From an optimization exercise on the open Yosys and OpenROAD flow, aimed at small area, a short achievable clock period and few clock cycles per item; shortcuts taken in it are not production practice.
At most, simulation tests tie the RTL to the original design; equivalence was not proved.
No functional check of the RTL was part of run 1.

==> flow/design.v, too long to show whole: its modules and the start of the top module <==
// module systolic_array_os: 3032 lines
// module sa_fa: 4 lines
// module sa_ha: 4 lines
module systolic_array_os #(
  parameter  int N      = 4,
  parameter  int DATA_W = 8,
  parameter  int ACC_W  = 24,
  parameter  int MAX_K  = 64,
  localparam int KW     = $clog2(MAX_K + 1),
  localparam int IW     = (N > 1) ? $clog2(N) : 1
) (
  input  logic                clk,
  input  logic                reset_n,
  input  logic                start,
  input  logic [KW-1:0]       k_len,
  input  logic                in_valid,
  output logic                in_ready,
  input  logic [N*DATA_W-1:0] a_vec,
  input  logic [N*DATA_W-1:0] b_vec,
  output logic                out_valid,
  input  logic                out_ready,
  output logic [IW-1:0]       out_idx,
  output logic [N*ACC_W-1:0]  out_row,
  output logic                busy,
  output logic                done
);
  // ...
==> flow/flow/run.sh <==
#!/bin/bash
# Standard layout, with timing repair aiming past the design's clock period.
set -euo pipefail
cp standard.sh standard_copy.log
bash standard.sh SETUP_SLACK_MARGIN=6 finish > standard.log 2>&1
==> flow/standard.sh <==
#!/bin/bash
# synth_recipe.tcl (not shown) runs the flow's synth.tcl, then flattens the netlist and writes it again
# the make line also repeats each setting of config.mk as NAME=value (left out here)
make -C /OpenROAD-flow-scripts/flow DESIGN_CONFIG=/design/flow/config.mk WORK_HOME=/design/flow/orfs CLKGATE_MAP_FILE= SYNTH_SCRIPT=/design/flow/synth_recipe.tcl "${@:-finish}"
==> flow/config.mk <==
export PLATFORM = sky130hd
export DESIGN_NAME = systolic_array_os
export DESIGN_NICKNAME = systolic_array_os
export VERILOG_FILES = /design/flow/design.v
export SDC_FILE = /design/flow/constraint.sdc
export NUM_CORES = 4
export LEC_CHECK = 0
export CAP_MARGIN = 20
export CORE_MARGIN = 2
export CORE_UTILIZATION = 60
export CTS_CLUSTER_DIAMETER = 80
export CTS_CLUSTER_SIZE = 30
export SLEW_MARGIN = 20
export SYNTH_HIERARCHICAL = 1
==> flow/constraint.sdc <==
create_clock -name core_clock -period 9.0 [get_ports {clk}]
set_input_delay 1.8000 -clock core_clock [delete_from_list [all_inputs] [get_ports {clk}]]
set_output_delay 1.8000 -clock core_clock [all_outputs]
set_load 0.01 [all_outputs]
==> reports/metrics.sh, run 1 <==
NUMSEQUENTIALCELLS=812
CP_NUM_CELLS=14
NON_CLOCK_BUFFER_AREA_SHARE_PCT=6.93
MIN_PATH_TYPE='register to register'
SYNTH-WARNING-COUNT=41
CTS-ROOT-BUF='sky130_fd_sc_hd__clkbuf_16'
SYNTH_XOR_XNOR_AREA_SHARE_PCT=10.2
SLOWEST_DELAY_PS=580
MET3_LENGTH_MM=15.5
MOSTFREQUENTLAYOUTCELL='sky130_fd_sc_hd__dfxtp_1'
SYNTH_FA_HA_AREA_SHARE_PCT=31.5
MAX-CLOCK-PATH-BUFFERS=3
FINAL-INSTANCE-COUNT-EXCL-FILL=6972
FINAL_CORE_UTIL_PCT=68.9
TRITONCTS='done'
LAYOUT_WORST_PATH_CYCLE_SHARE_PCT=39.9
GRT_UTIL_MET1_PCT=47.4
CRIT_ARRIVAL_PS=4060
CLOCK_AREA_SHARE_PCT=2.63
CLKLATENCYLATEPIN_PS=690
SYNTH_COMPOUND_GATE_AREA_SHARE_PCT=13.0
GP_ROUTABILITY_CONGESTION=0.831
FINAL_NET_COUNT=6805
AVG_INST_SIZE_SYNTH_UM2=10.5
ANTENNA_LEFT=0
LAYOUT_MIN_CYCLE_TIME_PS=3590
RUN_STATUS='finished clean'
FIN_SETUP_TNS_PS=0
FIN_AREA_UM2=66700
CRITPATHMOSTFREQUENTCELL='sky130_fd_sc_hd__buf_4'
POST_CTS_BUFFERS=112
TIMING.CRITICAL_PATH.SLOWEST_STAGE_CELL='sky130_fd_sc_hd__dfrtp_4'
SEQ_SHARE_PCT=26.0
WL_PER_CELL_UM=25.1
SYNTH.AREA.TOP_CELLS='sky130_fd_sc_hd__dfxtp_1 (24%), sky130_fd_sc_hd__fa_1 (23%), sky130_fd_sc_hd__a22oi_1 (9.1%), sky130_fd_sc_hd__ha_1 (8.3%), sky130_fd_sc_hd__xnor2_1 (8.3%)'
ANTENNA_VIOLATIONS_BEFORE_REPAIR=2
DRC=0
==> run 2: changes to the inputs <==
--- a/flow/design.v
+++ b/flow/design.v
@@ -25,17 +25,17 @@
   localparam int B   = 15;
   localparam int NCQ = 2;
   localparam logic [B-1:0]  MASK0 = B'('b111111111111111);
   localparam logic [B-1:0]  MASK1 = B'('b111111111111111);
   localparam logic [SW-1:0] BOOTH_C = 22'h3fab00;
   logic          busy_q, ir_q, wait_q, ld_q, ov_q, clr_q, done_q;
   logic [KW-1:0] kr_q;
   logic [IW-1:0] row_q;
-  logic [N-1:0]  sel_q;
+  logic [N-1:0]  sel_q [N];
   logic          start_acc, accept, take, last_beat, last_row, load;
   assign start_acc = start && !busy_q;
   assign accept    = in_valid && ir_q;
   assign take      = ov_q && out_ready;
   assign last_beat = kr_q == KW'(1);
   assign last_row  = row_q == IW'(N - 1);
   assign load      = ld_q || (take && !last_row);
   assign busy      = busy_q;
@@ -49,17 +49,17 @@
       ir_q   <= 1'b0;
       wait_q <= 1'b0;
       ld_q   <= 1'b0;
       ov_q   <= 1'b0;
       clr_q  <= 1'b0;
       done_q <= 1'b0;
       kr_q   <= '0;
       row_q  <= '0;
-      sel_q  <= '0;
+      for (int j = 0; j < N; j++) sel_q[j] <= '0;
     end else begin
       clr_q  <= start_acc;
       done_q <= take && last_row;
       wait_q <= (start_acc && k_len == '0) || (accept && last_beat);
       ld_q   <= wait_q;
       if (start_acc) begin
         busy_q <= 1'b1;
         ir_q   <= k_len != '0;
@@ -69,18 +69,19 @@
         if (accept) begin
           kr_q <= kr_q - KW'(1);
           if (last_beat) ir_q <= 1'b0;
         end
       end
       if (ld_q) ov_q <= 1'b1;
       else if (take && last_row) ov_q <= 1'b0;
       if (take) row_q <= row_q + IW'(1);
-      if (start_acc) sel_q <= 1;
-      else if (load) sel_q <= {sel_q[N-2:0], sel_q[N-1]};
+      for (int j = 0; j < N; j++)
+        if (start_acc) sel_q[j] <= N'(1) << j;
+        else if (load) sel_q[j] <= {sel_q[j][N-2:0], sel_q[j][N-1]};
     end
   end
   logic [DATA_W-1:0]   a_q  [N];
   logic [DATA_W/2-1:0] b1_q [N];
   logic [DATA_W/2-1:0] b2_q [N];
   logic [DATA_W/2-1:0] bn_q [N];
   always_ff @(posedge clk) begin
     for (int i = 0; i < N; i++) a_q[i] <= accept ? a_vec[i*DATA_W +: DATA_W] : '0;
@@ -126,20 +127,20 @@
   logic [SW-1:0]   out_q [N];
   always_comb begin
     for (int j = 0; j < N; j++) begin
       rs0[j] = '0;
       rs1[j] = '0;
       ru[j]  = '0;
       rc[j]  = '0;
       for (int r = 0; r < N; r++) begin
-        rs0[j] = rs0[j] | (acc0[r][j] & MASK0 & {B{sel_q[r]}});
-        rs1[j] = rs1[j] | (acc1[r][j] & MASK1 & {B{sel_q[r]}});
-        ru[j]  = ru[j] | (accu[r][j] & {(SW-B){sel_q[r]}});
-        rc[j]  = rc[j] | (cq[r][j] & {NCQ{sel_q[r]}});
+        rs0[j] = rs0[j] | (acc0[r][j] & MASK0 & {B{sel_q[j][(r+j)%N]}});
+        rs1[j] = rs1[j] | (acc1[r][j] & MASK1 & {B{sel_q[j][(r+j)%N]}});
+        ru[j]  = ru[j] | (accu[r][j] & {(SW-B){sel_q[j][(r+j)%N]}});
+        rc[j]  = rc[j] | (cq[r][j] & {NCQ{sel_q[j][(r+j)%N]}});
       end
     end
   end
   for (genvar j = 0; j < N; j++) begin : g_cpa
     logic [SW-1:0] x, y, p, g;
     wire fs = ru[j][0] ^ rc[j][0] ^ rc[j][1];
     wire fc = (ru[j][0] & rc[j][0]) | (ru[j][0] & rc[j][1]) | (rc[j][0] & rc[j][1]);
     assign x = {ru[j][SW-B-1:1], fs, rs0[j]};
@@ -238,17 +239,17 @@
     assign res[j][20] = p[20] ^ g42;
     assign res[j][21] = p[21] ^ g43;
   end
   always_ff @(posedge clk) begin
     for (int j = 0; j < N; j++)
       if (load) out_q[j] <= res[j];
   end
   always_comb begin
-    for (int j = 0; j < N; j++) out_row[j*ACC_W +: ACC_W] = ACC_W'($signed(out_q[j]));
+    for (int j = 0; j < N; j++) out_row[j*ACC_W +: ACC_W] = {{(ACC_W-SW){out_q[j][SW-1]}}, out_q[j]};
   end
   wire m00_w0 = (b1_q[0][0] & a_q[0][0]) ^ bn_q[0][0];
   wire m00_w1 = ((b1_q[0][0] & a_q[0][1]) | (b2_q[0][0] & a_q[0][0])) ^ bn_q[0][0];
   wire m00_w2 = ((b1_q[0][0] & a_q[0][2]) | (b2_q[0][0] & a_q[0][1])) ^ bn_q[0][0];
   wire m00_w3 = ((b1_q[0][0] & a_q[0][3]) | (b2_q[0][0] & a_q[0][2])) ^ bn_q[0][0];
   wire m00_w4 = ((b1_q[0][0] & a_q[0][4]) | (b2_q[0][0] & a_q[0][3])) ^ bn_q[0][0];
   wire m00_w5 = ((b1_q[0][0] & a_q[0][5]) | (b2_q[0][0] & a_q[0][4])) ^ bn_q[0][0];
   wire m00_w6 = ((b1_q[0][0] & a_q[0][6]) | (b2_q[0][0] & a_q[0][5])) ^ bn_q[0][0];
==> flow/flow/run.sh (replaced) <==
#!/bin/bash
set -euo pipefail
bash standard.sh SETUP_SLACK_MARGIN=5.7 "BUFFER_PORTS_ARGS=-buffer_cell sky130_fd_sc_hd__buf_4" finish > standard.log 2>&1
==> flow/config.mk (replaced) <==
export PLATFORM = sky130hd
export DESIGN_NAME = systolic_array_os
export DESIGN_NICKNAME = systolic_array_os
export VERILOG_FILES = /design/flow/design.v
export SDC_FILE = /design/flow/constraint.sdc
export NUM_CORES = 4
export LEC_CHECK = 0
export CAP_MARGIN = 20
export CORE_MARGIN = 2
export CORE_UTILIZATION = 40
export SLEW_MARGIN = 20
export SYNTH_HIERARCHICAL = 1
==> reports/metrics.sh, run 2 <==
ROUTED-VIA-COUNT=43500
AVGVIACOUNTPERCELL=5.50
GRT_PASS1_VIAS=45100
FINAL-INSTANCE-COUNT-EXCL-FILL=7897  # +13%
DRIVE_GT1_SHARE_PCT=10.4
GRT_OVERFLOW_TOTAL=0
ANTENNA_LEFT=0  # unchanged
HIGHEST_CLOCK_RATE_GHz=0.307
NETLIST-CELL-TYPE-COUNT=63
RSZ0062_AT_GRT='yes'
YOSYSMOSTFREQUENTCELL='sky130_fd_sc_hd__a22oi_1'
WORSTSETUPSTARTPOINTTYPE='register'
IO_PINS=178
POST-SYNTH-TOP-AREA-CELL='sky130_fd_sc_hd__dfxtp_1'
TOTAL_CLOCK_BUFFERS_CREATED_BY_CTS=102
MOSTFREQUENTLAYOUTCELL='sky130_fd_sc_hd__a22oi_1'
WORSTPATHBUFFERINVERTERCOUNT=1
BIGGESTREGSBYFLOPS='acc0: 240 flops, acc1: 240 flops, accu: 112 flops'
CRIT_ARRIVAL_PS=1460  # -2600 ps
TIMING_WORST_SLEW_PIN_VALUE_PS=1020
PATH_CLASS='register to output pin'
GR-USAGE-MET3_PCT=4.69
TIMING_MAX_TRANSITION_VIOLATIONS_FINAL=0
SYNTH-WARNING-COUNT=43  # +4.9%
CLOCK-SINKS=824
WL_PER_CELL_UM=22.7  # -9.7%
CRITICAL_PATH.MAX_FANOUT=1
CP_TOP_FAMILY='flip-flops'
SYNTH_ENABLE_FLOP_CELLS=88
CHIPWIDTH_UM=393
RUN_STATUS='finished clean'
SLEW_HEADROOM_PCT=31.8
AVG_INST_SIZE_SYNTH_UM2=10.4  # -0.89%
SYNTH.AREA.TOP_CELLS='sky130_fd_sc_hd__dfxtp_1 (23%), sky130_fd_sc_hd__fa_1 (23%), sky130_fd_sc_hd__a22oi_1 (8.9%), sky130_fd_sc_hd__ha_1 (8.1%), sky130_fd_sc_hd__xnor2_1 (7.8%)'
DRTITER0DRC=3205
MAX-CLOCK-PATH-BUFFERS=3  # unchanged
GRT.MET2_USAGE_PCT=35.0
TIMING.CRITICAL_PATH.SLOWEST_STAGE_CELL='sky130_fd_sc_hd__edfxtp_1'
PLACED_CELLS=7666
DRC=0  # unchanged
CRIT_REQUIRED_PS=7200
SYNTH.TOP_CELL.AREA_SHARE_PCT=23.3
CTS-ROOT-BUF='sky130_fd_sc_hd__clkbuf_16'
ENDPOINT_KIND='output pin'
SYNTH.CELLS.MOST_FREQUENT='sky130_fd_sc_hd__a22oi_1 (720), sky130_fd_sc_hd__dfxtp_1 (704), sky130_fd_sc_hd__fa_1 (680)'
SYNTH-MAIN-FF-CELL='sky130_fd_sc_hd__dfxtp_1'
GRT_UTIL_ALL_LAYERS_PCT=22.7
CRITICAL_PATH.CELL_CHAIN='buf_4'
FINAL.FILL_COUNT=14000
CLKLATENCYLATEPIN_PS=730  # +40 ps
DRT-TOTAL-WL_MM=179
FINAL_NET_COUNT=6941  # +2.0%
GRT_BUSIEST_LAYER='met2'
MIN_PATH_TYPE='register to register'
ROWS=142
SLOWEST_DELAY_PS=520  # -60 ps
GRT_PASS1_WL_MM=270
LAYOUT_WORST_PATH_CYCLE_SHARE_PCT=36.2  # -3.7 points
N_ANTENNA_CELL=0
CTS_HOLD_BUFFERS=0
DP_HPWL_MM=113
TRITONCTS='done'
FLOORPLAN.DIE_AREA_UM2=154000
ANTENNA_VIOLATIONS_BEFORE_REPAIR=5  # +3
REPORT.FINAL.HOLD_VIOL_COUNT=0
SYNTHESIS.AREA_UM2=60500
PORT_BUFS=177
DESIGN.CORE.AREA_UM2=150000
WORST_SETUP_HOLD_PATH_CLK_SLEW_PS=60
GP_ROUTABILITY_CONGESTION=0.840  # +1.1%
MOST-COMMON-LAYOUT-CELLS='sky130_fd_sc_hd__a22oi_1 (714), sky130_fd_sc_hd__fa_1 (675), sky130_fd_sc_hd__dfxtp_1 (658)'
ASYNC_RESET_FF_SHARE_PCT=3.88
AREA_GROWTH_PCT=11.9
DRT_FIRST_PASS_ITERS=6
YOSYS_REGISTER_BITS=824
WORST_CLOCK_SKEW_PS=41.2
MAXCAPVIOLCOUNT=0
HTREE_NUM_LEVELS=3
SYNTH-SEQ-AREA-SHARE_PCT=29.0
GRT_START_MAX_NET_PINS=88
GRT_UTIL_MET1_PCT=31.7  # -16 points
DIE_Y_UM=393
SYNTHCELLS=5817
SYN-NUM-NETS=6964
FIN_SETUP_TNS_PS=0  # unchanged
INITIAL_CORE_UTIL_PCT=40.3
SETUP_VIOL_COUNT_FINAL=0
LAYOUT_MIN_CYCLE_TIME_PS=3260  # -334 ps
==> run 2: logic make-up after synthesis <==
family	after synthesis	synth area share, %
muxes	33	0.573
and+or+nand+nor	1209	10.8
AOI/OAI and AO/OA	1141	13.9
DFF	824	29.0
buffers and inverters	888	5.72
adders and majority gates	1071	30.6
xor gates and xnor gates	651	9.43
==> run 2: path summary, 6_finish.rpt <==
kind | slack, ps | endpoint | cells past startpoint | from
worst max-delay path | 5740 | out_row[1] | 1 | out_q[0][1]$_DFFE_PP_
worst min-delay path | 400 | ld_q$_DFF_PN0_ | 0 | wait_q$_DFF_PN0_
worst max register to register | 5790 | out_q[3][20]$_DFFE_PP_ | 11 | sel_q[3][0]$_DFFE_PN0P_
worst min register to register | 400 | ld_q$_DFF_PN0_ | 0 | wait_q$_DFF_PN0_
max in group asynchronous | 7560 | clr_q$_DFF_PN0_ | 1 | reset_n
min in group asynchronous | 1030 | kr_q[2]$_DFFE_PN0P_ | 1 | reset_n
==> run 2: worst register-to-register path, stage by stage, from the launching register on <==
cell	delay (ps)
sky130_fd_sc_hd__dfrtp_2	420
sky130_fd_sc_hd__buf_12	170
sky130_fd_sc_hd__a22o_1	290
sky130_fd_sc_hd__a221oi_2	240
sky130_fd_sc_hd__fa_2	300
sky130_fd_sc_hd__inv_1	50
sky130_fd_sc_hd__ha_1	290
sky130_fd_sc_hd__nor2b_1	150
sky130_fd_sc_hd__a221o_1	400
sky130_fd_sc_hd__a22oi_2	290
sky130_fd_sc_hd__a211oi_2	130
sky130_fd_sc_hd__xor2_1	190
==> run 2: what timing repair did <==
action | CTS | global route
gates cloned | 1 | 14
buffers inserted | 4 | 21
endpoints found under the setup margin | 35 | 36
pin swaps | 1 | 9
resized for setup | 41 | 69
==> run 2: per-module statistics from Yosys (local to each module, per instance) <==
module	cells inside	cell area, µm²	flip-flops and latches
systolic_array_os	5017	45700	824
sa_fa	1	20.0	0
sa_ha	1	12.5	0
==> run 2: per-layer routing <==
metal | wire length (µm) | up-vias
met4 | 4790 | 2
met1 | 80400 | 22100
met3 | 13500 | 296
li1 | - | 19600
met5 | 16 | -
met2 | 80600 | 1477
==> run 2: per-stage QoR <==
stage          cell area, µm²  setup WS (ps)  util (%)  hold WS (ps)
3_3_place_gp            63300           4830      42.2           378
2_1_floorplan           60500           5780         -           331
6_report                67700           5740      45.1           400
3_5_place_dp            63300           4980      42.2           355
4_1_cts                 66900           5700      44.6           408
5_1_grt                 67700           5660      45.1           406
==> run 2: layout make-up <==
type	instances	area [µm²]	area share, %
well taps	2016	2520	3.73
flip-flops and latches	824	17600	26.0
repair buffers	307	2810	4.15
inverters	454	1710	2.53
clock inverters	45	404	0.597
multi-input cells	4105	39600	58.6
clock buffers	146	2990	4.41
Testbench counts of run 2, summed over its fixed seeds: cycles 15,559, jobs 384.
==> run 3: changes to the inputs <==
==> flow/flow/run.sh (replaced) <==
#!/bin/bash
set -euo pipefail
bash standard.sh SETUP_SLACK_MARGIN=6.0 "BUFFER_PORTS_ARGS=-buffer_cell sky130_fd_sc_hd__buf_4" finish > standard.log 2>&1
==> reports/metrics.sh, run 3 <==
RUN_STATUS='finished clean'
SLOWEST_DELAY_PS=530  # about the same
LAYOUT_MIN_CYCLE_TIME_PS=3240  # -16.5 ps
SYN-NUM-NETS=6964  # unchanged
AREA_GROWTH_PCT=18.0
MOST-COMMON-LAYOUT-CELLS='sky130_fd_sc_hd__fa_1 (665), sky130_fd_sc_hd__dfxtp_1 (660), sky130_fd_sc_hd__a22oi_1 (631)'
SYNTH.TOP_CELL.AREA_SHARE_PCT=23.3  # unchanged
CTS-ROOT-BUF='sky130_fd_sc_hd__clkbuf_16'
ASYNC_RESET_FF_SHARE_PCT=3.88  # unchanged
FF2FF_SETUP_SLACK_PS=5860  # +70 ps
PATH_CLASS='register to output pin'
CP_TOP_FAMILY='flip-flops'
NETLIST-CELL-TYPE-COUNT=63  # unchanged
FINAL-INSTANCE-COUNT-EXCL-FILL=8013  # +1.5%
CRIT_ARRIVAL_PS=1440  # -20 ps
POST-SYNTH-TOP-AREA-CELL='sky130_fd_sc_hd__dfxtp_1'
HTREE_NUM_LEVELS=3  # unchanged
SYNTH.CELLS.MOST_FREQUENT='sky130_fd_sc_hd__a22oi_1 (720), sky130_fd_sc_hd__dfxtp_1 (704), sky130_fd_sc_hd__fa_1 (680)'
BIGGESTREGSBYFLOPS='acc0: 240 flops, acc1: 240 flops, accu: 112 flops'
PLACED_CELLS=7666  # unchanged
GRT_START_MAX_NET_PINS=192  # +120%
SYNTH-WARNING-COUNT=43  # unchanged
YOSYSMOSTFREQUENTCELL='sky130_fd_sc_hd__a22oi_1'
FINAL.FILL_COUNT=13600  # -2.9%
CLKLATENCYLATEPIN_PS=730  # about the same
DP_HPWL_MM=113  # -0.31%
SYNTH_ENABLE_FLOP_CELLS=88  # unchanged
CLOCK-SINKS=824  # unchanged
ANTENNA_VIOLATIONS_BEFORE_REPAIR=3  # -2
WORSTPATHBUFFERINVERTERCOUNT=1  # unchanged
TIMING_WORST_SLEW_PIN_VALUE_PS=935  # -88.2 ps
WORSTHOLDSTART='wait_q$_DFF_PN0_'
ROWS=142  # unchanged
MIN_TO='ld_q$_DFF_PN0_'
IO_PINS=178  # unchanged
FLOORPLAN.DIE_AREA_UM2=154000  # unchanged
GRT_PASS1_WL_MM=281  # +4.0%
DESIGN.CORE.AREA_UM2=150000  # unchanged
TOTAL_CLOCK_BUFFERS_CREATED_BY_CTS=100  # -2.0%
DRT-TOTAL-WL_MM=184  # +2.9%
SYNTH-SEQ-AREA-SHARE_PCT=29.0  # unchanged
DIE_Y_UM=393  # unchanged
TIMING.CRITICAL_PATH.SLOWEST_STAGE_CELL='sky130_fd_sc_hd__edfxtp_1'
WORSTSETUPSTARTPOINTTYPE='register'
INITIAL_CORE_UTIL_PCT=40.3  # unchanged
TIMING_MAX_TRANSITION_VIOLATIONS_FINAL=0  # unchanged
MOSTFREQUENTLAYOUTCELL='sky130_fd_sc_hd__fa_1'
PORT_BUFS=177  # unchanged
SYNTH-MAIN-FF-CELL='sky130_fd_sc_hd__dfxtp_1'
LAYOUT_WORST_PATH_CYCLE_SHARE_PCT=36.0  # -0.18 points
SYNTHCELLS=5817  # unchanged
MAX-CLOCK-PATH-BUFFERS=3  # unchanged
YOSYS_REGISTER_BITS=824  # unchanged
GRT_OVERFLOW_TOTAL=0  # unchanged
SETUP_SLACK_PS=5760  # +16.5 ps
ENDPOINT_KIND='output pin'
RSZ0062_AT_GRT='yes'
ANTENNA_LEFT=0  # unchanged
FIN_SETUP_TNS_PS=0  # unchanged
ROUTED-VIA-COUNT=44200  # +1.7%
CRIT_REQUIRED_PS=7200  # about the same
MIN_PATH_TYPE='register to register'
SYNTH.AREA.TOP_CELLS='sky130_fd_sc_hd__dfxtp_1 (23%), sky130_fd_sc_hd__fa_1 (23%), sky130_fd_sc_hd__a22oi_1 (8.9%), sky130_fd_sc_hd__ha_1 (8.1%), sky130_fd_sc_hd__xnor2_1 (7.8%)'
WORST_CLOCK_SKEW_PS=34.8  # -6.44 ps
MIN_PATH_CELLS=0  # unchanged
WL_PER_CELL_UM=23.0  # +1.4%
FINAL_NET_COUNT=7056  # +1.7%
GRT_PASS1_VIAS=46300  # +2.6%
WORSTREG2REGSTART='sel_q[1][3]$_DFFE_PN0P_'
WORST-R2R-CELL-COUNT=13  # +2
TRITONCTS='done'
DRC=0  # unchanged
SLEW_HEADROOM_PCT=37.7  # +5.9 points
DRT_FIRST_PASS_ITERS=6  # unchanged
AVGVIACOUNTPERCELL=5.52  # +0.21%
MAXCAPVIOLCOUNT=0  # unchanged
GRT_UTIL_ALL_LAYERS_PCT=23.7  # +1.0 points
SYNTHESIS.AREA_UM2=60500  # unchanged
DRTITER0DRC=3528  # +10%
CRITICAL_PATH.CELL_CHAIN='buf_6'
CTS_HOLD_BUFFERS=0  # unchanged
CHIPWIDTH_UM=393  # unchanged
HIGHEST_CLOCK_RATE_GHz=0.308  # +0.51%
PLACE_WS_PS=4920  # -58.1 ps
DRIVE_GT1_SHARE_PCT=16.2  # +5.8 points
GP_ROUTABILITY_CONGESTION=0.832  # -0.89%
SETUP_VIOL_COUNT_FINAL=0  # unchanged
WORST_SETUP_HOLD_PATH_CLK_SLEW_PS=60  # about the same
AVG_INST_SIZE_SYNTH_UM2=10.4  # unchanged
CRITICAL_PATH.MAX_FANOUT=1  # unchanged
REPORT.FINAL.HOLD_VIOL_COUNT=0  # unchanged
REGTOREGENDPOINT='out_q[1][16]$_DFFE_PP_'
-- run 3: Yosys stat by module (local to each module, per instance) --
module / cell area [µm²] / cells inside / flops+latches
sa_fa: 20.0 / 1 / 0
systolic_array_os: 45700 / 5017 / 824
sa_ha: 12.5 / 1 / 0
-- run 3: worst register-to-register path, delay by kind of cell (launching register included) --
family / cells / cell delay [ps]
compound gates: 5 / 710
flops: 1 / 430
simple gates: 2 / 440
buf+inv: 4 / 470
fa+ha+maj: 2 / 830
-- run 3: repair_timing --
| item | in CTS | in global routing |
|---|---|---|
| setup endpoints to repair | 274 | 317 |
| buffers inserted | 84 | 35 |
| gates cloned | 25 | 13 |
| endpoints found under the hold margin | 0 | 0 |
| pin swaps | 104 | 95 |
| gates resized for setup | 382 | 158 |
-- run 3: logic make-up after synthesis --
logic type / Yosys count / synth area share (%)
simple gates: 1209 / 10.8
compound gates: 1141 / 13.9
fa+ha+maj: 1071 / 30.6
buf+inv: 888 / 5.72
flops: 824 / 29.0
xor+xnor: 651 / 9.43
mux: 33 / 0.573
-- run 3: area by class of cell --
class | instances | area [µm²] | share of cell area (%)
antenna | 1 | 2.50 | 0.00351
timing repair buffer | 424 | 4890 | 6.86
clock inverter | 54 | 644 | 0.903
inverter | 454 | 1710 | 2.40
sequential | 824 | 17700 | 24.7
multi-input combinational | 4105 | 41100 | 57.5
clock buffer | 135 | 2880 | 4.03
tap | 2016 | 2520 | 3.53
-- run 3: routing by layer --
layer / wire length (µm) / share of wire (%) / vias up / global-route usage, %
met1: 80200 / 43 / 22400 / 32.2
met3: 14100 / 7.7 / 347 / 5.02
met5: 13 / 0.0070 / - / 0
met4: 6170 / 3.3 / 2 / 7.89
met2: 84000 / 46 / 1534 / 37.4
li1: - / - / 19900 / -
-- run 3: per-stage QoR --
step	hold WS, ps	area, µm²	utilization [%]
finish	394	71400	47.6
global route	410	71400	47.6
CTS	401	70000	46.7
detailed placement	363	63400	42.3
global placement	373	63400	42.3
floorplan	331	60600	-
-- run 3: worst max path at each step --
stage	start	end	slack, ps	cells after the start
2_1_floorplan	sel_q[2][3]$_DFFE_PN0P_	out_q[2][17]$_DFFE_PP_	6000	14
3_3_place_gp	out_ready	sel_q[2][0]$_DFFE_PN0P_	4920	9
3_5_place_dp	out_ready	out_q[2][17]$_DFFE_PP_	4920	7
4_1_cts	out_q[0][11]$_DFFE_PP_	out_row[11]	5700	1
5_1_grt	out_q[0][18]$_DFFE_PP_	out_row[18]	5720	1
6_report	out_q[0][1]$_DFFE_PP_	out_row[1]	5760	1
==> run 4: changes to the inputs <==
==> flow/flow/run.sh (replaced) <==
#!/bin/bash
set -euo pipefail
bash standard.sh SETUP_SLACK_MARGIN=6.2 "BUFFER_PORTS_ARGS=-buffer_cell sky130_fd_sc_hd__buf_4" finish > standard.log 2>&1
==> reports/metrics.sh, run 4 <==
RUN_STATUS='finished clean'
WORST_SETUP_HOLD_PATH_CLK_SLEW_PS=60  # about the same
YOSYS.AREA_SHARE.SIMPLE_PCT=10.8  # unchanged
CHIPWIDTH_UM=393  # unchanged
DOMINANT_COMBINATIONAL_CELL_FAMILY_BY_AREA_AFTER_SYNTHESIS='adder cells'
TIMING_WORST_SLEW_PIN_VALUE_PS=881  # -53.0 ps
CLKLATENCYLATEPIN_PS=760  # +30 ps
DRT_FIRST_PASS_ITERS=6  # unchanged
SYNTHESIS.AREA_UM2=60500  # unchanged
HOLD_WS_PS=351  # -43.2 ps
ANTENNA_LEFT=0  # unchanged
TOTAL_CLOCK_BUFFERS_CREATED_BY_CTS=103  # +3.0%
MAX-CLOCK-PATH-BUFFERS=3  # unchanged
SYNTH_COMPOUND_GATE_AREA_SHARE_PCT=13.9  # unchanged
PATH_CLASS='register to output pin'
HTREE_NUM_LEVELS=3  # unchanged
ASYNC_RESET_FF_SHARE_PCT=3.88  # unchanged
PORT_BUFS=177  # unchanged
MIN_PATH_CELLS=0  # unchanged
ANTENNA_VIOLATIONS_BEFORE_REPAIR=4  # +1
WORSTREG2REGSTART='sel_q[3][3]$_DFFE_PN0P_'
RSZ0062_AT_GRT='yes'
ROUTED-VIA-COUNT=44900  # +1.6%
WORST_CLOCK_SKEW_PS=46.8  # +12.0 ps
WORSTSETUPSTARTPOINTTYPE='register'
SLEW_HEADROOM_PCT=41.2  # +3.5 points
WL_PER_CELL_UM=24.0  # +4.3%
AVGVIACOUNTPERCELL=5.55  # +0.71%
FIN_AREA_UM2=73100  # +2.4%
CRIT_REQUIRED_PS=7200  # about the same
CP_TOP_FAMILY='flip-flops'
GRT_PASS1_WL_MM=283  # +0.65%
MIN_TO='ld_q$_DFF_PN0_'
WORSTHOLDSTART='wait_q$_DFF_PN0_'
GP_ROUTABILITY_CONGESTION=0.825  # -0.85%
FINAL_NET_COUNT=7125  # +0.98%
SYNTH_XOR_XNOR_AREA_SHARE_PCT=9.43  # unchanged
DIE_Y_UM=393  # unchanged
GRT_START_MAX_NET_PINS=102  # -47%
SYNTH-SEQ-AREA-SHARE_PCT=29.0  # unchanged
IO_PINS=178  # unchanged
CRITICAL_PATH.CELL_CHAIN='buf_6'
SYNTHCELLS=5817  # unchanged
SYNTH_ENABLE_FLOP_CELLS=88  # unchanged
MOST-COMMON-LAYOUT-CELLS='sky130_fd_sc_hd__fa_1 (661), sky130_fd_sc_hd__a22oi_1 (653), sky130_fd_sc_hd__dfxtp_1 (652)'
POST-SYNTH-TOP-AREA-CELL='sky130_fd_sc_hd__dfxtp_1'
DPL-INSTANCE-AREA_UM2=63600  # +0.34%
DRC=0  # unchanged
CRITICAL_PATH.MAX_FANOUT=1  # unchanged
FF2FF_SETUP_SLACK_PS=5810  # -50 ps
MOSTFREQUENTLAYOUTCELL='sky130_fd_sc_hd__fa_1'
AREA_GROWTH_PCT=20.9
SLOWEST_DELAY_PS=530  # about the same
DRT-TOTAL-WL_MM=194  # +5.3%
REPORT.FINAL.HOLD_VIOL_COUNT=0  # unchanged
NETLIST-CELL-TYPE-COUNT=63  # unchanged
MIN_PATH_TYPE='register to register'
CLOCK-SINKS=824  # unchanged
SETUP_VIOL_COUNT_FINAL=0  # unchanged
ROWS=142  # unchanged
DP_HPWL_MM=114  # +1.0%
TRITONCTS='done'
GRT_PASS1_VIAS=46600  # +0.60%
SETUP_SLACK_PS=5710  # -53.3 ps
INITIAL_CORE_UTIL_PCT=40.3  # unchanged
SYNTH.TOP_CELL.AREA_SHARE_PCT=23.3  # unchanged
WORSTPATHBUFFERINVERTERCOUNT=1  # unchanged
ENDPOINT_KIND='output pin'
DESIGN.CORE.AREA_UM2=150000  # unchanged
BIGGESTREGSBYFLOPS='acc0: 240 flops, acc1: 240 flops, accu: 112 flops'
SYNTH_MUX_AREA_SHARE_PCT=0.573  # unchanged
LAYOUT_MIN_CYCLE_TIME_PS=3290  # +53.3 ps
HIGHEST_CLOCK_RATE_GHz=0.304  # -1.6%
TIMING.CRITICAL_PATH.SLOWEST_STAGE_CELL='sky130_fd_sc_hd__edfxtp_1'
YOSYSMOSTFREQUENTCELL='sky130_fd_sc_hd__a22oi_1'
SYNTH.AREA.TOP_CELLS='sky130_fd_sc_hd__dfxtp_1 (23%), sky130_fd_sc_hd__fa_1 (23%), sky130_fd_sc_hd__a22oi_1 (8.9%), sky130_fd_sc_hd__ha_1 (8.1%), sky130_fd_sc_hd__xnor2_1 (7.8%)'
YOSYS_REGISTER_BITS=824  # unchanged
FIN_SETUP_TNS_PS=0  # unchanged
SYNTH.CELLS.MOST_FREQUENT='sky130_fd_sc_hd__a22oi_1 (720), sky130_fd_sc_hd__dfxtp_1 (704), sky130_fd_sc_hd__fa_1 (680)'
SYNTH-MAIN-FF-CELL='sky130_fd_sc_hd__dfxtp_1'
SYNTH-WARNING-COUNT=43  # unchanged
SYN-NUM-NETS=6964  # unchanged
DRTITER0DRC=3655  # +3.6%
CTS-ROOT-BUF='sky130_fd_sc_hd__clkbuf_16'
TIMING_MAX_TRANSITION_VIOLATIONS_FINAL=0  # unchanged
WORST-R2R-CELL-COUNT=12  # -1
SYNTH_FA_HA_AREA_SHARE_PCT=30.6  # unchanged
GRT_UTIL_ALL_LAYERS_PCT=23.9  # +0.25 points
GRT_OVERFLOW_TOTAL=0  # unchanged
PLACE_WS_PS=4890  # -29.9 ps
MAXCAPVIOLCOUNT=0  # unchanged
REGTOREGENDPOINT='out_q[3][16]$_DFFE_PP_'
AVG_INST_SIZE_SYNTH_UM2=10.4  # unchanged
DRIVE_GT1_SHARE_PCT=17.6  # +1.4 points
LAYOUT_WORST_PATH_CYCLE_SHARE_PCT=36.6  # +0.59 points
CRIT_ARRIVAL_PS=1490  # +50 ps
FLOORPLAN.DIE_AREA_UM2=154000  # unchanged
## run 4: cell counts after synthesis
Identical to the previous run, type by type.
## run 4: cell type report
type,count,area (µm²)
Fill cell,13400,76900
Inverter,454,1720
Sequential cell,824,17700
Antenna cell,3,7.51
Clock buffer,142,2980
Timing Repair Buffer,490,6120
Tap cell,2016,2520
Clock inverter,51,572
Multi-Input combinational cell,4105,41500
## run 4: cell families after synthesis
group	count (synthesis)
muxes	33
adders and majority gates	1071
xor gates and xnor gates	651
buffers and inverters	888
DFF	824
AOI/OAI and AO/OA	1141
and+or+nand+nor	1209
## run 4: metal layers
layer,vias up,part of all wire (%),track usage (%)
met4,4,3.9,7.84
met2,1683,45,37.6
li1,20000,-,-
met1,22800,43,33.1
met5,-,0.026,0
met3,366,8.6,4.54
## run 4: worst max path at each step
stage	from	cells past startpoint	to	slack, ps
after floorplan	sel_q[3][1]$_DFFE_PN0P_	14	out_q[3][17]$_DFFE_PP_	6180
after global placement	out_ready	6	out_q[0][9]$_DFFE_PP_	4890
after detailed placement	out_ready	6	out_q[0][11]$_DFFE_PP_	4890
after CTS	out_q[0][1]$_DFFE_PP_	1	out_row[1]	5660
after global routing	out_q[0][1]$_DFFE_PP_	1	out_row[1]	5700
final	out_q[0][1]$_DFFE_PP_	1	out_row[1]	5710
## run 4: per-module statistics from Yosys (local to each module, per instance)
module | copies in the design | flip-flops and latches | area (µm²) | cells inside
systolic_array_os | 1 | 824 | 45700 | 5017
sa_ha | 160 | 0 | 12.5 | 1
sa_fa | 640 | 0 | 20.0 | 1
## run 4: per-stage QoR
stage          util, %  instances
2_1_floorplan        -       5817
3_3_place_gp      42.4       7666
3_5_place_dp      42.4       7666
4_1_cts           47.2       7987
5_1_grt           48.7       8082
6_report          48.7       8085
## run 4: timing repair
action | in CTS | in global routing
resized for setup | 476 | 240
endpoints found under the hold margin | 0 | 0
pin swaps | 128 | 125
setup buffers | 107 | 79
gates cloned | 21 | 16
hold buffers | 0 | 0
endpoints found under the setup margin | 600 | 290
==> run 5: changes to the inputs <==
==> flow/flow/run.sh (replaced) <==
#!/bin/bash
set -euo pipefail
bash standard.sh SETUP_SLACK_MARGIN=5.5 "BUFFER_PORTS_ARGS=-buffer_cell sky130_fd_sc_hd__buf_4" finish > standard.log 2>&1
==> reports/metrics.sh, run 5 <==
RUN_STATUS='finished clean'
GRT_START_MAX_NET_PINS=183  # +79%
DIE_Y_UM=393  # unchanged
TOTAL_CLOCK_BUFFERS_CREATED_BY_CTS=102  # -0.97%
ROUTED-VIA-COUNT=42900  # -4.4%
LAYOUT_MIN_CYCLE_TIME_PS=3350  # +51.0 ps
DRT-TOTAL-WL_MM=173  # -11%
WORSTSETUPSTARTPOINTTYPE='register'
CTS-ROOT-BUF='sky130_fd_sc_hd__clkbuf_16'
CRIT_REQUIRED_PS=9470  # +2270 ps
CLOCK-SINKS=824  # unchanged
TRITONCTS='done'
INITIAL_CORE_UTIL_PCT=40.3  # unchanged
AVG_INST_SIZE_SYNTH_UM2=10.4  # unchanged
DOMINANT_COMBINATIONAL_CELL_FAMILY_BY_AREA_AFTER_SYNTHESIS='adder cells'
FINAL_NET_COUNT=6906  # -3.1%
SYNTH_MUX_AREA_SHARE_PCT=0.573  # unchanged
POST-SYNTH-TOP-AREA-CELL='sky130_fd_sc_hd__dfxtp_1'
MAX-CLOCK-PATH-BUFFERS=3  # unchanged
SYNTH.CELLS.MOST_FREQUENT='sky130_fd_sc_hd__a22oi_1 (720), sky130_fd_sc_hd__dfxtp_1 (704), sky130_fd_sc_hd__fa_1 (680)'
IO_PINS=178  # unchanged
GRT_UTIL_ALL_LAYERS_PCT=22.6  # -1.3 points
CRIT_ARRIVAL_PS=3820  # +2330 ps
TIMING_MAX_TRANSITION_VIOLATIONS_FINAL=0  # unchanged
ENDPOINT_KIND='register'
MAXCAPVIOLCOUNT=0  # unchanged
LAYOUT_WORST_PATH_CYCLE_SHARE_PCT=37.2  # +0.57 points
GRT_OVERFLOW_TOTAL=0  # unchanged
FLOORPLAN.DIE_AREA_UM2=154000  # unchanged
WORST_CLOCK_SKEW_PS=33.2  # -13.6 ps
DP_HPWL_MM=113  # -0.49%
DRT_FIRST_PASS_ITERS=6  # unchanged
CRITICAL_PATH.MAX_FANOUT=41  # +40
WL_PER_CELL_UM=22.0  # -8.6%
GRT_UTIL_MET1_PCT=32.0  # -1.1 points
SETUP_VIOL_COUNT_FINAL=0  # unchanged
NETLIST-CELL-TYPE-COUNT=63  # unchanged
TIMING_WORST_SLEW_PIN_VALUE_PS=1240  # +359 ps
WORST_SETUP_HOLD_PATH_CLK_SLEW_PS=60  # about the same
CHIPWIDTH_UM=393  # unchanged
WORSTHOLDSTART='wait_q$_DFF_PN0_'
SYN-NUM-NETS=6964  # unchanged
REPORT.FINAL.HOLD_VIOL_COUNT=0  # unchanged
ANTENNA_VIOLATIONS_BEFORE_REPAIR=2  # -2
WORST-R2R-CELL-COUNT=13  # +1
CLKLATENCYLATEPIN_PS=730  # -30 ps
SYNTH_FA_HA_AREA_SHARE_PCT=30.6  # unchanged
SYNTH.TOP_CELL.AREA_SHARE_PCT=23.3  # unchanged
WORSTREG2REGSTART='sel_q[0][1]$_DFFE_PN0P_'
SLEW_HEADROOM_PCT=17.3  # -24 points
RSZ0062_AT_GRT='yes'
GR-USAGE-MET3_PCT=4.51  # -0.029 points
SYNTH_ENABLE_FLOP_CELLS=88  # unchanged
GRT.MET2_USAGE_PCT=34.9  # -2.8 points
PLACED_CELLS=7669  # +0.039%
HIGHEST_CLOCK_RATE_GHz=0.299  # -1.5%
SYNTH_XOR_XNOR_AREA_SHARE_PCT=9.43  # unchanged
DESIGN.CORE.AREA_UM2=150000  # unchanged
AREA_GROWTH_PCT=10.6
YOSYS.AREA_SHARE.SIMPLE_PCT=10.8  # unchanged
FINAL-INSTANCE-COUNT-EXCL-FILL=7863  # -2.7%
SETUP.WORST_PATH.START='sel_q[0][1]$_DFFE_PN0P_'
MOSTFREQUENTLAYOUTCELL='sky130_fd_sc_hd__a22oi_1'
SYNTH.AREA.TOP_CELLS='sky130_fd_sc_hd__dfxtp_1 (23%), sky130_fd_sc_hd__fa_1 (23%), sky130_fd_sc_hd__a22oi_1 (8.9%), sky130_fd_sc_hd__ha_1 (8.1%), sky130_fd_sc_hd__xnor2_1 (7.8%)'
YOSYS_REGISTER_BITS=824  # unchanged
HTREE_NUM_LEVELS=3  # unchanged
REGTOREGENDPOINT='out_q[0][17]$_DFFE_PP_'
DRIVE_GT1_SHARE_PCT=9.36  # -8.3 points
MIN_PATH_TYPE='register to register'
GRT_PASS1_WL_MM=270  # -4.7%
DRC=0  # unchanged
BIGGESTREGSBYFLOPS='acc0: 240 flops, acc1: 240 flops, accu: 112 flops'
GP_ROUTABILITY_CONGESTION=0.834  # +1.1%
GRT_PASS1_VIAS=44700  # -4.0%
FIN_SETUP_TNS_PS=0  # unchanged
PORT_BUFS=177  # unchanged
ANTENNA_LEFT=0  # unchanged
SYNTH-MAIN-FF-CELL='sky130_fd_sc_hd__dfxtp_1'
MOST-COMMON-LAYOUT-CELLS='sky130_fd_sc_hd__a22oi_1 (720), sky130_fd_sc_hd__fa_1 (680), sky130_fd_sc_hd__dfxtp_1 (661)'
AVGVIACOUNTPERCELL=5.46  # -1.7%
YOSYSMOSTFREQUENTCELL='sky130_fd_sc_hd__a22oi_1'
SYNTH-WARNING-COUNT=43  # unchanged
SYNTH-SEQ-AREA-SHARE_PCT=29.0  # unchanged
PATH_CLASS='register to register'
GRT_BUSIEST_LAYER='met2'
WORST_SETUP_PATH_ENDPOINT='out_q[0][17]$_DFFE_PP_'
SYNTHESIS.AREA_UM2=60500  # unchanged
ASYNC_RESET_FF_SHARE_PCT=3.88  # unchanged
SYNTHCELLS=5817  # unchanged
DRTITER0DRC=3325  # -9.0%
FF2FF_SETUP_SLACK_PS=5650  # -160 ps
ROWS=142  # unchanged
SYNTH_COMPOUND_GATE_AREA_SHARE_PCT=13.9  # unchanged
## run 5: cell families after synthesis
logic type	count (synthesis)
muxes	33
and+or+nand+nor	1209
DFF	824
AOI/OAI and AO/OA	1141
buffers and inverters	888
adders and majority gates	1071
xor gates and xnor gates	651
## run 5: modules after synthesis, one instance, submodules excluded
module	cells	times used	flops+latches
sa_ha	1	160	0
sa_fa	1	640	0
systolic_array_os	5017	1	824
## run 5: what timing repair did
item,CTS,global route
resized for setup,14,31
pin swaps,0,1
setup endpoints to repair,12,17
setup buffers,0,2
hold buffers,0,0
## run 5: through the flow
stage               worst slack, ps  hold slack, ps  utilization, %  area (µm²)
CTS                            5470             377            44.5       66800
finish                         5650             373            44.6       66900
detailed placement             5120             343            42.2       63300
global route                   5450             385            44.6       66900
floorplan                      5620             331               -       60500
global placement               4810             374            42.2       63300
## run 5: worst max-delay path, stage by stage, from the launching register on
cell                       delay (ps)
sky130_fd_sc_hd__dfrtp_1          360
sky130_fd_sc_hd__buf_8            280
sky130_fd_sc_hd__a22oi_1          140
sky130_fd_sc_hd__nand2_1           90
sky130_fd_sc_hd__ha_1             130
sky130_fd_sc_hd__inv_1             50
sky130_fd_sc_hd__fa_1             470
sky130_fd_sc_hd__nand2b_1         230
sky130_fd_sc_hd__a21oi_4          300
sky130_fd_sc_hd__o21ai_1          190
sky130_fd_sc_hd__a21oi_1          190
sky130_fd_sc_hd__o21bai_1          90
sky130_fd_sc_hd__fa_1             400
sky130_fd_sc_hd__xnor2_1          150
## run 5: final cells by class
class / instances / area [µm²]
antenna: 1 / 2.50
clock buffer: 137 / 2930
clock inverter: 54 / 463
fill: 14100 / 83000
inverter: 454 / 1710
multi-input combinational: 4105 / 39500
sequential: 824 / 17600
tap: 2016 / 2520
timing repair buffer: 272 / 2180
## run 5: worst min-delay path by stage
stage,endpoint,depth (start not counted)
final,ld_q$_DFF_PN0_,0
after global routing,ld_q$_DFF_PN0_,0
after CTS,ld_q$_DFF_PN0_,0
after detailed placement,ld_q$_DFF_PN0_,0
after global placement,ld_q$_DFF_PN0_,0
after floorplan,ld_q$_DFF_PN0_,0
## run 5: per-layer routing
metal	vias up	part of all wire [%]
met5	-	0.0064
li1	19600	-
met3	276	7.8
met4	2	2.7
met2	1430	44
met1	21700	45
==> run 6: changes to the inputs <==
==> flow/flow/run.sh (replaced) <==
#!/bin/bash
set -euo pipefail
bash standard.sh SETUP_SLACK_MARGIN=5.2 "BUFFER_PORTS_ARGS=-buffer_cell sky130_fd_sc_hd__buf_4" finish > standard.log 2>&1
==> reports/metrics.sh, run 6 <==
FIN_SETUP_TNS_PS=0  # unchanged
AVGVIACOUNTPERCELL=5.47  # about the same
TOTAL_CLOCK_BUFFERS_CREATED_BY_CTS=102  # unchanged
AREA_GROWTH_PCT=10.4
DESIGN.CORE.AREA_UM2=150000  # unchanged
SLOWEST_DELAY_PS=470  # about the same
FF2FF_SETUP_SLACK_PS=5360  # -300 ps
CHIPWIDTH_UM=393  # unchanged
SLEW_HEADROOM_PCT=18.4  # +1.1 points
HTREE_NUM_LEVELS=3  # unchanged
RSZ0062_AT_GRT='no'
GRT_PASS1_VIAS=44700  # -0.022%
ROUTED-VIA-COUNT=43000  # +0.065%
WORSTPATHBUFFERINVERTERCOUNT=2  # unchanged
SYNTH-MAIN-FF-CELL='sky130_fd_sc_hd__dfxtp_1'
MOSTFREQUENTLAYOUTCELL='sky130_fd_sc_hd__a22oi_1'
CP_TOP_FAMILY='compound AO/OA/AOI/OAI gates'
LAYOUT_MIN_CYCLE_TIME_PS=3640  # +296 ps
CTS-ROOT-BUF='sky130_fd_sc_hd__clkbuf_16'
MOST-COMMON-LAYOUT-CELLS='sky130_fd_sc_hd__a22oi_1 (720), sky130_fd_sc_hd__fa_1 (680), sky130_fd_sc_hd__dfxtp_1 (661)'
PATH_CLASS='register to register'
SYNTH.CELLS.MOST_FREQUENT='sky130_fd_sc_hd__a22oi_1 (720), sky130_fd_sc_hd__dfxtp_1 (704), sky130_fd_sc_hd__fa_1 (680)'
DRTITER0DRC=3284  # -1.2%
GP_ROUTABILITY_CONGESTION=0.834  # unchanged
CRIT_ARRIVAL_PS=4120  # +300 ps
DRT_FIRST_PASS_ITERS=6  # unchanged
CRIT_REQUIRED_PS=9470  # about the same
NETLIST-CELL-TYPE-COUNT=63  # unchanged
IO_PINS=178  # unchanged
SYNTHCELLS=5817  # unchanged
SYN-NUM-NETS=6964  # unchanged
MAX-CLOCK-PATH-BUFFERS=3  # unchanged
CP_NUM_CELLS=13  # unchanged
MAXCAPVIOLCOUNT=0  # unchanged
WORSTSETUPSTARTPOINTTYPE='register'
SYNTH-SEQ-AREA-SHARE_PCT=29.0  # unchanged
POST-SYNTH-TOP-AREA-CELL='sky130_fd_sc_hd__dfxtp_1'
ANTENNA_LEFT=0  # unchanged
DP_HPWL_MM=113  # unchanged
CRITPATHMOSTFREQUENTCELL='sky130_fd_sc_hd__fa_1'
SETUP.WORST_PATH.START='sel_q[0][3]$_DFFE_PN0P_'
WORST_SETUP_PATH_ENDPOINT='out_q[0][17]$_DFFE_PP_'
BIGGESTREGSBYFLOPS='acc0: 240 flops, acc1: 240 flops, accu: 112 flops'
SETUP_VIOL_COUNT_FINAL=0  # unchanged
AVG_INST_SIZE_SYNTH_UM2=10.4  # unchanged
PORT_BUFS=177  # unchanged
WL_PER_CELL_UM=21.9  # about the same
DRC=0  # unchanged
TRITONCTS='done'
MIN_PATH_CELLS=0  # unchanged
SYNTHESIS.AREA_UM2=60500  # unchanged
GRT_PASS1_WL_MM=270  # about the same
FINAL_NET_COUNT=6904  # -0.029%
HIGHEST_CLOCK_RATE_GHz=0.275  # -8.1%
ROWS=142  # unchanged
WORSTREG2REGSTART='sel_q[0][3]$_DFFE_PN0P_'
REPORT.FINAL.HOLD_VIOL_COUNT=0  # unchanged
CTS_HOLD_BUFFERS=0  # unchanged
GRT_START_MAX_NET_PINS=183  # unchanged
YOSYS_REGISTER_BITS=824  # unchanged
FLOORPLAN.DIE_AREA_UM2=154000  # unchanged
CLKLATENCYLATEPIN_PS=730  # about the same
REGTOREGENDPOINT='out_q[0][17]$_DFFE_PP_'
WORST_CLOCK_SKEW_PS=34.6  # +1.40 ps
RUN_STATUS='finished clean'
SYNTH.TOP_CELL.AREA_SHARE_PCT=23.3  # unchanged
ENDPOINT_KIND='register'
GRT_OVERFLOW_TOTAL=0  # unchanged
SYNTH.AREA.TOP_CELLS='sky130_fd_sc_hd__dfxtp_1 (23%), sky130_fd_sc_hd__fa_1 (23%), sky130_fd_sc_hd__a22oi_1 (8.9%), sky130_fd_sc_hd__ha_1 (8.1%), sky130_fd_sc_hd__xnor2_1 (7.8%)'
CRITICAL_PATH.CELL_CHAIN='buf_6, a22oi_1, nand2_1, ha_1, inv_1, fa_1, nand2b_1, a21oi_2, o21ai_1, a21oi_1, o21bai_1, fa_1, xnor2_1'
SYNTH_ENABLE_FLOP_CELLS=88  # unchanged
TIMING_WORST_SLEW_PIN_VALUE_PS=1220  # -16.5 ps
MIN_PATH_TYPE='register to register'
TIMING_MAX_TRANSITION_VIOLATIONS_FINAL=0  # unchanged
CLOCK-SINKS=824  # unchanged
ANTENNA_VIOLATIONS_BEFORE_REPAIR=2  # unchanged
TIMING.CRITICAL_PATH.SLOWEST_STAGE_CELL='sky130_fd_sc_hd__fa_1'
DRIVE_GT1_SHARE_PCT=9.31  # -0.048 points
WORST_SETUP_HOLD_PATH_CLK_SLEW_PS=60  # about the same
WORST-R2R-CELL-COUNT=13  # unchanged
SYNTH-WARNING-COUNT=43  # unchanged
CRITICAL_PATH.MAX_FANOUT=38  # -7.3%
FINAL.FILL_COUNT=14100  # +0.11%
LAYOUT_WORST_PATH_CYCLE_SHARE_PCT=40.5  # +3.3 points
DRT-TOTAL-WL_MM=173  # about the same
HOLD_WS_PS=373  # +0.241 ps
INITIAL_CORE_UTIL_PCT=40.3  # unchanged
ASYNC_RESET_FF_SHARE_PCT=3.88  # unchanged
GRT_UTIL_ALL_LAYERS_PCT=22.6  # about the same
DIE_Y_UM=393  # unchanged
YOSYSMOSTFREQUENTCELL='sky130_fd_sc_hd__a22oi_1'
run 6: cell counts after synthesis:
Identical to the previous run, type by type.
run 6: cells by family after synthesis:
logic type	Yosys count	share of synthesized area, %
simple gates	1209	10.8
compound gates	1141	13.9
fa+ha+maj	1071	30.6
buf+inv	888	5.72
flops	824	29.0
xor+xnor	651	9.43
mux	33	0.573
run 6: metrics by stage:
step	setup WS [ps]	std cells	cell area [µm²]	util, %
finish	5360	7861	66800	44.5
global placement	4810	7669	63300	42.2
floorplan	5620	5817	60500	-
global route	5200	7860	66800	44.5
CTS	5280	7860	66700	44.5
detailed placement	5120	7669	63300	42.2
run 6: layout make-up:
type                            instances  area [µm²]  share of cell area [%]
Tap cell                             2016        2520                    3.78
Sequential cell                       824       17600                    26.4
Multi-Input combinational cell       4105       39500                    59.1
Timing Repair Buffer                  270        2070                    3.10
Clock buffer                          137        2930                    4.39
Clock inverter                         54         463                   0.693
Inverter                              454        1710                    2.56
Antenna cell                            1        2.50                 0.00375
run 6: modules after synthesis (local to each module, per instance):
module	cells	area (µm²)	flops+latches
sa_fa	1	20.0	0
sa_ha	1	12.5	0
systolic_array_os	5017	45700	824
run 6: how the worst min path moves through the flow:
| stage | from | to | slack (ps) |
|---|---|---|---|
| 3_5_place_dp | wait_q$_DFF_PN0_ | ld_q$_DFF_PN0_ | 340 |
| 6_report | wait_q$_DFF_PN0_ | ld_q$_DFF_PN0_ | 370 |
| 4_1_cts | wait_q$_DFF_PN0_ | ld_q$_DFF_PN0_ | 380 |
| 3_3_place_gp | wait_q$_DFF_PN0_ | ld_q$_DFF_PN0_ | 370 |
| 2_1_floorplan | wait_q$_DFF_PN0_ | ld_q$_DFF_PN0_ | 330 |
| 5_1_grt | wait_q$_DFF_PN0_ | ld_q$_DFF_PN0_ | 380 |
run 6: repair_timing:
item                                    in CTS  in global routing
gates resized for setup                      0                  7
endpoints found under the setup margin       0                  4
setup buffers                                0                  0
run 6: worst register-to-register path: stages (launching register included):
cell and delay, ps:
sky130_fd_sc_hd__dfrtp_1 450, sky130_fd_sc_hd__buf_6 340, sky130_fd_sc_hd__a22oi_1 150, sky130_fd_sc_hd__nand2_1 90, sky130_fd_sc_hd__ha_1 140, sky130_fd_sc_hd__inv_1 50
sky130_fd_sc_hd__fa_1 470, sky130_fd_sc_hd__nand2b_1 200, sky130_fd_sc_hd__a21oi_2 430, sky130_fd_sc_hd__o21ai_1 250, sky130_fd_sc_hd__a21oi_1 200, sky130_fd_sc_hd__o21bai_1 90
sky130_fd_sc_hd__fa_1 400, sky130_fd_sc_hd__xnor2_1 150
run 6: routing by layer:
layer / routed length, µm / track usage [%] / vias up
met3: 13900 / 4.52 / 282
met4: 4550 / 6.79 / 2
met2: 76400 / 34.8 / 1517
li1: - / - / 19500
met5: 11 / 0 / -
met1: 77700 / 32.0 / 21600
==> run 7: changes to the inputs <==
==> flow/flow/run.sh (replaced) <==
#!/bin/bash
set -euo pipefail
bash standard.sh SETUP_SLACK_MARGIN=6.0 TNS_END_PERCENT=0 "BUFFER_PORTS_ARGS=-buffer_cell sky130_fd_sc_hd__buf_4" finish > standard.log 2>&1
==> reports/metrics.sh, run 7 <==
WORSTHOLDSTART='wait_q$_DFF_PN0_'
SYNTH-WARNING-COUNT=43  # unchanged
DRTITER0DRC=3594  # +9.4%
DRT_FIRST_PASS_ITERS=6  # unchanged
YOSYS.AREA_SHARE.SIMPLE_PCT=10.8  # unchanged
WL_PER_CELL_UM=22.9  # +4.3%
CTS-ROOT-BUF='sky130_fd_sc_hd__clkbuf_16'
MOST-COMMON-LAYOUT-CELLS='sky130_fd_sc_hd__a22oi_1 (712), sky130_fd_sc_hd__fa_1 (676), sky130_fd_sc_hd__dfxtp_1 (661)'
WORST_CLOCK_SKEW_PS=43.3  # +8.73 ps
GRT_PASS1_VIAS=45400  # +1.6%
DRIVE_GT1_SHARE_PCT=10.7  # +1.4 points
FINAL_CORE_UTIL_PCT=45.3  # +0.73 points
DESIGN.CORE.AREA_UM2=150000  # unchanged
TRITONCTS='done'
ROUTED-VIA-COUNT=43700  # +1.7%
AVGVIACOUNTPERCELL=5.53  # +1.2%
SLEW_HEADROOM_PCT=27.4  # +9.0 points
FINAL-INSTANCE-COUNT-EXCL-FILL=7903  # +0.53%
SYNTH_XOR_XNOR_AREA_SHARE_PCT=9.43  # unchanged
CHIPWIDTH_UM=393  # unchanged
DIE_Y_UM=393  # unchanged
HTREE_NUM_LEVELS=3  # unchanged
GRT_START_MAX_NET_PINS=101  # -45%
IO_PINS=178  # unchanged
YOSYSMOSTFREQUENTCELL='sky130_fd_sc_hd__a22oi_1'
SYNTH-SEQ-AREA-SHARE_PCT=29.0  # unchanged
MAX-CLOCK-PATH-BUFFERS=3  # unchanged
FINAL_NET_COUNT=6947  # +0.62%
ROWS=142  # unchanged
RSZ0062_AT_GRT='yes'
GRT_OVERFLOW_TOTAL=0  # unchanged
SYNTH_COMPOUND_GATE_AREA_SHARE_PCT=13.9  # unchanged
POST-SYNTH-TOP-AREA-CELL='sky130_fd_sc_hd__dfxtp_1'
GRT_PASS1_WL_MM=271  # +0.55%
WORST_SETUP_HOLD_PATH_CLK_SLEW_PS=60  # about the same
GP_ROUTABILITY_CONGESTION=0.836  # +0.22%
WORSTPATHBUFFERINVERTERCOUNT=1  # -1
SYNTH_MUX_AREA_SHARE_PCT=0.573  # unchanged
SLOWEST_DELAY_PS=500  # +30 ps
RUN_STATUS='finished clean'
SYNTH_FA_HA_AREA_SHARE_PCT=30.6  # unchanged
AREA_GROWTH_PCT=12.2
NETLIST-CELL-TYPE-COUNT=63  # unchanged
HOLD_WS_PS=345  # -28.2 ps
GRT_UTIL_ALL_LAYERS_PCT=22.8  # +0.14 points
TIMING_MAX_TRANSITION_VIOLATIONS_FINAL=0  # unchanged
SYNTH-MAIN-FF-CELL='sky130_fd_sc_hd__dfxtp_1'
CLKLATENCYLATEPIN_PS=730  # about the same
CP_TOP_FAMILY='flip-flops'
WORSTSETUPSTARTPOINTTYPE='register'
MOSTFREQUENTLAYOUTCELL='sky130_fd_sc_hd__a22oi_1'
FLOORPLAN.DIE_AREA_UM2=154000  # unchanged
LAYOUT_MIN_CYCLE_TIME_PS=3230  # -408 ps
PATH_CLASS='register to output pin'
AVG_INST_SIZE_SYNTH_UM2=10.4  # unchanged
SETUP_VIOL_COUNT_FINAL=0  # unchanged
ENDPOINT_KIND='output pin'
YOSYS_REGISTER_BITS=824  # unchanged
SYN-NUM-NETS=6964  # unchanged
ANTENNA_LEFT=0  # unchanged
HIGHEST_CLOCK_RATE_GHz=0.309  # +13%
N_ANTENNA_CELL=0  # -1
FIN_SETUP_TNS_PS=0  # unchanged
CTS_HOLD_BUFFERS=0  # unchanged
ASYNC_RESET_FF_SHARE_PCT=3.88  # unchanged
BIGGESTREGSBYFLOPS='acc0: 240 flops, acc1: 240 flops, accu: 112 flops'
PORT_BUFS=177  # unchanged
SYNTH.CELLS.MOST_FREQUENT='sky130_fd_sc_hd__a22oi_1 (720), sky130_fd_sc_hd__dfxtp_1 (704), sky130_fd_sc_hd__fa_1 (680)'
CRITICAL_PATH.MAX_FANOUT=1  # -97%
SYNTH_ENABLE_FLOP_CELLS=88  # unchanged
ANTENNA_VIOLATIONS_BEFORE_REPAIR=6  # +4
TIMING_WORST_SLEW_PIN_VALUE_PS=1090  # -135 ps
SYNTHCELLS=5817  # unchanged
DP_HPWL_MM=114  # +0.59%
SETUP.WORST_PATH.START='out_q[0][1]$_DFFE_PP_'
SYNTH.TOP_CELL.AREA_SHARE_PCT=23.3  # unchanged
SYNTHESIS.AREA_UM2=60500  # unchanged
DRC=0  # unchanged
CRIT_ARRIVAL_PS=1430  # -2690 ps
CRIT_REQUIRED_PS=7200  # -2270 ps
REPORT.FINAL.HOLD_VIOL_COUNT=0  # unchanged
CLOCK-SINKS=824  # unchanged
TOTAL_CLOCK_BUFFERS_CREATED_BY_CTS=101  # -0.98%
SYNTH.AREA.TOP_CELLS='sky130_fd_sc_hd__dfxtp_1 (23%), sky130_fd_sc_hd__fa_1 (23%), sky130_fd_sc_hd__a22oi_1 (8.9%), sky130_fd_sc_hd__ha_1 (8.1%), sky130_fd_sc_hd__xnor2_1 (7.8%)'
DRT-TOTAL-WL_MM=181  # +4.9%
LAYOUT_WORST_PATH_CYCLE_SHARE_PCT=35.9  # -4.5 points
PLACED_CELLS=7670  # +0.013%
MAXCAPVIOLCOUNT=0  # unchanged
CRITICAL_PATH.CELL_CHAIN='buf_4'
DOMINANT_COMBINATIONAL_CELL_FAMILY_BY_AREA_AFTER_SYNTHESIS='adder cells'
TIMING.CRITICAL_PATH.SLOWEST_STAGE_CELL='sky130_fd_sc_hd__edfxtp_1'
MIN_PATH_TYPE='register to register'
INITIAL_CORE_UTIL_PCT=40.3  # unchanged
WORSTREG2REGSTART='b1_q[1][1]$_DFF_P_'
run 7: cell counts after synthesis:
No cell type changed its count.
run 7: stage by stage:
step | setup WS [ps] | cell area [µm²]
2_1_floorplan | 5940 | 60600
3_3_place_gp | 4860 | 63400
3_5_place_dp | 4840 | 63400
4_1_cts | 5700 | 67100
5_1_grt | 5690 | 67900
6_report | 5770 | 67900
run 7: Yosys stat by module, one instance, submodules excluded:
module | cell area, µm² | cells inside
sa_fa | 20.0 | 1
sa_ha | 12.5 | 1
systolic_array_os | 45700 | 5017
run 7: layer usage:
| layer | GRT usage [%] | vias up | share of wire (%) |
|---|---|---|---|
| li1 | - | 19600 | - |
| met1 | 31.4 | 22200 | 44 |
| met2 | 36.0 | 1617 | 46 |
| met3 | 4.60 | 256 | 8.0 |
| met4 | 6.54 | 4 | 2.3 |
| met5 | 0 | - | 0.013 |
run 7: what timing repair did:
action | 4_1_cts | 5_1_grt
pin swaps | 2 | 13
endpoints found under the hold margin | 0 | 0
buffers inserted | 4 | 24
gates cloned | 0 | 15
gates resized for setup | 41 | 66
setup endpoints to repair | 337 | 539
run 7: worst paths after layout:
check | endpoint | slack [ps] | cells past startpoint
max | out_row[1] | 5770 | 1
min | ld_q$_DFF_PN0_ | 350 | 0
max reg2reg | acc1[9][10]$_DFF_P_ | 5830 | 6
min reg2reg | ld_q$_DFF_PN0_ | 350 | 0
max in group asynchronous | sel_q[2][1]$_DFFE_PN0P_ | 7520 | 1
min in group asynchronous | ld_q$_DFF_PN0_ | 1050 | 1
run 7: kinds of logic after synthesis:
logic type      count (synthesis)
mux                            33
buf+inv                       888
xor+xnor                      651
simple gates                 1209
flops                         824
fa+ha+maj                    1071
compound gates               1141
run 7: area by class of cell:
class	count	area [µm²]
fill	14100	82100
multi-input combinational	4105	39700
sequential	824	17600
clock buffer	138	2960
timing repair buffer	314	2830
tap	2016	2520
inverter	454	1710
clock inverter	52	546

re-timing with driven ports:
The flow's constraints put no driver on any port. The routed layouts listed below were extracted and timed again, unchanged, in two steps.
Step 1 assumes that a clkbuf_16 drives the clock port and a buf_2 every other input.
Step 2, shift: input delay + t, output delay - t, t = (earliest + latest rising clock arrival at the registers) / 2. This alone moves slack from input paths to output paths.
Slacks: ideal / step 1 / step 2; pairs: ideal / step 1.
| run | shift t [ns] | slack for setup (ns) | worst setup path after step 2 |
|---|---|---|---|
| run 1 | 0.754 | 5.408 / 5.408 / 5.370 | input to register |
| run 2 | 0.791 | 5.742 / 5.660 / 5.057 | input to register |
| run 3 | 0.796 | 5.758 / 5.672 / 5.384 | input to register |
| run 4 | 0.822 | 5.705 / 5.625 / 5.565 | input to register |
| run 5 | 0.795 | 5.654 / 5.618 / 5.073 | input to register |
| run 6 | 0.797 | 5.358 / 5.358 / 5.069 | input to register |
| run 7 | 0.799 | 5.767 / 5.680 / 5.204 | input to register |
After both steps every run listed still meets setup and hold. The setup slack of run 2, which loses most, moves by -0.082 ns with the drivers and by -0.685 ns with both steps.
